What follows belongs to an exercise in optimizing a design on an open flow for small area, a short achievable clock period and few clock cycles; a production flow would make more cautious choices. RTL that was checked went through simulation tests only; none was proved equivalent to the original. No activity file was given, so power comes from the tool's default toggle rates.

// cpu_top
module cpu_top (
	input  logic                    clk,
	input  logic                    mem_read_ready_stor_reset,
	output cpu_isa_pkg::word_t      prog_addr,
	input  cpu_isa_pkg::word_t      prog_data,
	output logic                    mem_req,
	output logic                    mem_we,
	output cpu_core_pkg::mem_addr_t mem_addr,
	output cpu_isa_pkg::word_t      mem_wdata,
	input  cpu_isa_pkg::word_t      mem_rdata,
	input  logic                    mem_ready,
	output logic                    halted
);
For scale: ~2000 cells after synthesis, ~380 flip-flops, roughly 85 I/O pins, roughly 0.022 mm2 of cells after synthesis.
Settings: LEC_CHECK=0, CAP_MARGIN=5, CORE_MARGIN=2, CORE_UTILIZATION=40, SLEW_MARGIN=5; clock period 10.0 ns.
standard.sh (not shown) runs the stock make flow with config.mk's settings and CLKGATE_MAP_FILE= SYNTH_SCRIPT=/design/flow/synth_recipe.tcl, a recipe that flattens the netlist after the stock synthesis.
==> flow/flow/run.sh <==
#!/bin/bash
# Standard ORFS layout, with repair_timing aiming for extra setup slack and
# plain buffers (instead of delay cells) on the ports
set -euo pipefail
bash standard.sh SETUP_SLACK_MARGIN=6.5 "BUFFER_PORTS_ARGS=-buffer_cell sky130_fd_sc_hd__buf_2" finish > standard_flow.log 2>&1
The first run ran to the end with no violations.
Testbench counts at the start, summed over its fixed seeds: cycles 12,249.
==> next run, changes <==
- CAP_MARGIN: 5 -> 20
- CORE_UTILIZATION: 40 -> 55
- CTS_BUF_LIST: unset -> sky130_fd_sc_hd__clkbuf_8
- SLEW_MARGIN: 5 -> 20
What happened: The changed run completed with no timing, DRC or antenna violations; first-iteration DRC count goes up by 0.46%; non-clock buffer count goes up by 34; sequential share of layout area goes down by 0.20 points; synthesized area stays the same; die area goes down by 27%; count of clock-buffer cells in the layout goes up by 22; final cell count goes down by 5.2%; final area goes up by 0.49%; wire length goes down by 0.93%; power goes up by 0.38%.
==> next run, changes <==
==> flow/flow/run.sh (replaced) <==
#!/bin/bash
# Standard ORFS layout, with repair_timing aiming for extra setup slack and
# plain buffers (instead of delay cells) on the ports
set -euo pipefail
bash standard.sh SETUP_SLACK_MARGIN=6.2 "BUFFER_PORTS_ARGS=-buffer_cell sky130_fd_sc_hd__buf_2" finish > standard_flow.log 2>&1
- CORE_UTILIZATION: 55 -> 40
- CTS_BUF_LIST: sky130_fd_sc_hd__clkbuf_8 -> unset
Result:
- power goes down by 3.6%
- global-route usage goes down by 11 points
- die area goes up by 37%
- cell area goes down by 3.6%
- core utilization goes down by 20 points
- synthesized area stays the same
==> next run, changes <==
==> flow/flow/run.sh (replaced) <==
#!/bin/bash
# Standard ORFS layout, with repair_timing aiming for extra setup slack and
# plain buffers (instead of delay cells) on the ports
set -euo pipefail
bash standard.sh SETUP_SLACK_MARGIN=6.5 "BUFFER_PORTS_ARGS=-buffer_cell sky130_fd_sc_hd__buf_2" finish > standard_flow.log 2>&1
- ABC_AREA: unset -> 1
Die area is higher by 6.0%.
Final area is higher by 6.9%.
Fmax is higher by 13%.
Total power is higher by 5.5%.
Wire length is higher by 16%.
Global-route usage is higher by 3.1 points.
Worst hold slack improves by 0.013 ns.
Synthesized area is higher by 6.1%.

* * *

Setup of branch cedar:
Another version of the RTL of cpu_top (not shown whole).
Size in the first run: roughly 2000 cells after synthesis, about 350 flip-flops, roughly 85 I/O pins, roughly 22000 um2 of cells after synthesis.
Settings: LEC_CHECK=0, CAP_MARGIN=20, CORE_MARGIN=2, CORE_UTILIZATION=40, SLEW_MARGIN=20; clock period 10.0 ns.
==> flow/flow/run.sh <==
#!/bin/bash
# Standard ORFS layout, with repair_timing aiming for extra setup slack
set -euo pipefail
bash standard.sh SETUP_SLACK_MARGIN=6.5 finish > standard_flow.log 2>&1
#### Input delta (branch tundra over branch cedar)
Settings: SETUP_SLACK_MARGIN now 5, previously not set.
==> flow/run.sh (new file) <==
#!/bin/bash
# synth_recipe.tcl (not shown) runs the flow's synth.tcl, then flattens the netlist and writes it again
# the make line also repeats each setting of config.mk as NAME=value (left out here)
make -C /OpenROAD-flow-scripts/flow DESIGN_CONFIG=/design/flow/config.mk WORK_HOME=/design/flow/orfs CLKGATE_MAP_FILE= SYNTH_SCRIPT=/design/flow/synth_recipe.tcl finish
removed: flow/flow/run.sh
removed: flow/standard.sh
==> comparison <==
Delta(final area, branch tundra - branch cedar) < 0. Per the comparison of branch tundra with branch cedar, met2 wire length saw a decrease; count of cells along the worst register-to-register path fell by 3.
Function was not checked in any run of this note: the RTL went through the layout flow alone.

* * *

cpu_top, a different RTL version from the one above (not shown whole).
Size: roughly 410 flip-flops.
==> flow/config.mk <==
export PLATFORM = sky130hd
export DESIGN_NAME = cpu_top
export DESIGN_NICKNAME = cpu_top
export VERILOG_FILES = /design/flow/design.v
export SDC_FILE = /design/flow/constraint.sdc
export NUM_CORES = 4
export LEC_CHECK = 0
export ABC_AREA = 1
export CAP_MARGIN = 20
export CORE_MARGIN = 2
export CORE_UTILIZATION = 40
export SLEW_MARGIN = 20
==> flow/constraint.sdc <==
create_clock -name core_clock -period 10.0 [get_ports {clk}]
set_input_delay 2.0000 -clock core_clock [delete_from_list [all_inputs] [get_ports {clk}]]
set_output_delay 2.0000 -clock core_clock [all_outputs]
set_load 0.01 [all_outputs]
==> flow/flow/run.sh <==
#!/bin/bash
# Standard ORFS layout, with repair_timing aiming for extra setup slack and
# plain buffers (instead of delay cells) on the ports
set -euo pipefail
bash standard.sh SETUP_SLACK_MARGIN=6.5 "BUFFER_PORTS_ARGS=-buffer_cell sky130_fd_sc_hd__buf_2" finish > standard_flow.log 2>&1
The first run finished clean.
Testbench counts at the start, summed over its fixed seeds: cycles 11,716.
Change:
--- a/flow/config.mk
+++ b/flow/config.mk
@@ -11,2 +11,4 @@
 export CORE_UTILIZATION = 40
+export CTS_CLUSTER_DIAMETER = 110
+export CTS_CLUSTER_SIZE = 24
 export SLEW_MARGIN = 20
After rerunning:
- worst setup slack gets better by 0.13 ns
- routed wire length came out lower by about 0.6%
- fmax came out higher by about 4%
- critical path depth came out higher by 5
Change:
--- a/flow/config.mk
+++ b/flow/config.mk
@@ -7,3 +7,2 @@
 export LEC_CHECK = 0
-export ABC_AREA = 1
 export CAP_MARGIN = 20
@@ -11,4 +10,2 @@
 export CORE_UTILIZATION = 40
-export CTS_CLUSTER_DIAMETER = 110
-export CTS_CLUSTER_SIZE = 24
 export SLEW_MARGIN = 20
The changed run went through all stages and came out clean; total power is higher by about a fifth; via count is lower by a few percent; synthesized area hardly moves; register-to-register slack degrades by 0.12 ns; worst setup slack degrades by 0.12 ns; combinational power is higher by about a fifth; global-route usage is higher by 0.42 points; non-clock buffer count is higher by 38; final area is higher by a few percent; synthesized cell count is lower by about a fifth.
Change:
--- a/flow/config.mk
+++ b/flow/config.mk
@@ -7,5 +7,8 @@
 export LEC_CHECK = 0
+export ABC_AREA = 1
 export CAP_MARGIN = 20
 export CORE_MARGIN = 2
-export CORE_UTILIZATION = 40
+export CORE_UTILIZATION = 50
+export CTS_CLUSTER_DIAMETER = 110
+export CTS_CLUSTER_SIZE = 24
 export SLEW_MARGIN = 20
The new run finished with timing, DRC and antenna clean.
Synthesized cell count increases by a quarter to a third.
Via count goes up by a few percent.
Die area falls by about a fifth.
Final area falls by a few percent.
Sequential share of layout area rose by 2.3 points.
Clock skew came out higher by 0.022 ns.
Change:
--- a/flow/config.mk
+++ b/flow/config.mk
@@ -7,8 +7,7 @@
 export LEC_CHECK = 0
-export ABC_AREA = 1
 export CAP_MARGIN = 20
 export CORE_MARGIN = 2
-export CORE_UTILIZATION = 50
-export CTS_CLUSTER_DIAMETER = 110
-export CTS_CLUSTER_SIZE = 24
+export CORE_UTILIZATION = 40
+export CTS_CLUSTER_DIAMETER = 100
+export CTS_CLUSTER_SIZE = 20
 export SLEW_MARGIN = 20
Result:
- The new run completed with no timing, DRC or antenna violations
- non-clock buffer count is higher by 16
- cell count is lower by 11%
- final area is higher by 2.3%
- power is higher by 4.8%
- worst hold slack got worse by 0.028 ns
- worst setup slack got worse by 0.13 ns
- combinational power is higher by 9.2%
- flip-flop and latch count stays the same
- register-to-register slack got worse by 0.13 ns
- via count is lower by 4.4%
Change:
--- a/flow/config.mk
+++ b/flow/config.mk
@@ -7,2 +7,3 @@
 export LEC_CHECK = 0
+export ABC_AREA = 1
 export CAP_MARGIN = 20
Power fell by 5.6%.
Core utilization fell by 0.84 points.
Flip-flop and latch count stays the same.
Register-to-register slack is better by 0.07 ns.
Final area fell by about 1.8%.
Setup slack is better by 0.066 ns.
Hold slack hardly moves.
Fmax rose by about 2%.
Sequential power stays flat.
First-iteration DRC count fell by 12%.

==> static timing again, ports no longer ideal <==
The results above use ideal ports. As a check the final layouts listed here were re-extracted and re-timed, cells and wires unchanged.
Step 1 (the two cells are an assumption about what drives the block):
set clk [get_ports {clk}]
set_driving_cell -lib_cell sky130_fd_sc_hd__clkbuf_16 $clk
set_driving_cell -lib_cell sky130_fd_sc_hd__buf_2 [delete_from_list [all_inputs] $clk]
Step 2 also shifts input and output timing later by t, the mid clock arrival at the registers, as if the neighbouring blocks saw the same clock.
Slacks: ideal / step 1 / step 2; pairs: ideal / step 1.
run	t (ns)	slack for setup (ns)	hold WS [ns]	worst register clock-pin slew, ns
the first run of note 1	0.627	6.358 / 6.358 / 5.836	0.427 / 0.427 / 0.427	0.07 / 0.07
the second run of note 1	0.725	6.341 / 6.341 / 5.758	0.424 / 0.424 / 0.424	0.07 / 0.07
the third run of note 1	0.649	6.088 / 6.088 / 5.878	0.415 / 0.415 / 0.415	0.07 / 0.07
the fourth run of note 1	0.656	6.529 / 6.483 / 6.123	0.428 / 0.428 / 0.428	0.07 / 0.07
branch cedar	0.627	5.435 / 5.435 / 5.435	0.422 / 0.422 / 0.422	0.07 / 0.07
branch tundra	0.618	5.158 / 5.158 / 4.793	0.420 / 0.420 / 0.420	0.06 / 0.06
the first run of note 3	0.658	6.410 / 6.410 / 6.047	0.432 / 0.432 / 0.432	0.07 / 0.07
the second run of note 3	0.640	6.544 / 6.544 / 6.044	0.434 / 0.434 / 0.434	0.11 / 0.11
the third run of note 3	0.656	6.429 / 6.429 / 5.966	0.420 / 0.420 / 0.420	0.07 / 0.07
the fourth run of note 3	0.660	6.562 / 6.562 / 6.088	0.461 / 0.461 / 0.461	0.11 / 0.11
the fifth run of note 3	0.655	6.432 / 6.432 / 5.910	0.433 / 0.433 / 0.433	0.10 / 0.10
the sixth run of note 3	0.674	6.498 / 6.498 / 6.004	0.436 / 0.436 / 0.436	0.10 / 0.10
After both steps setup and hold are still met in every run listed. For the second run of note 1, which loses most, drivers alone change the setup slack by 0.000 ns; drivers and shift together by -0.583 ns.
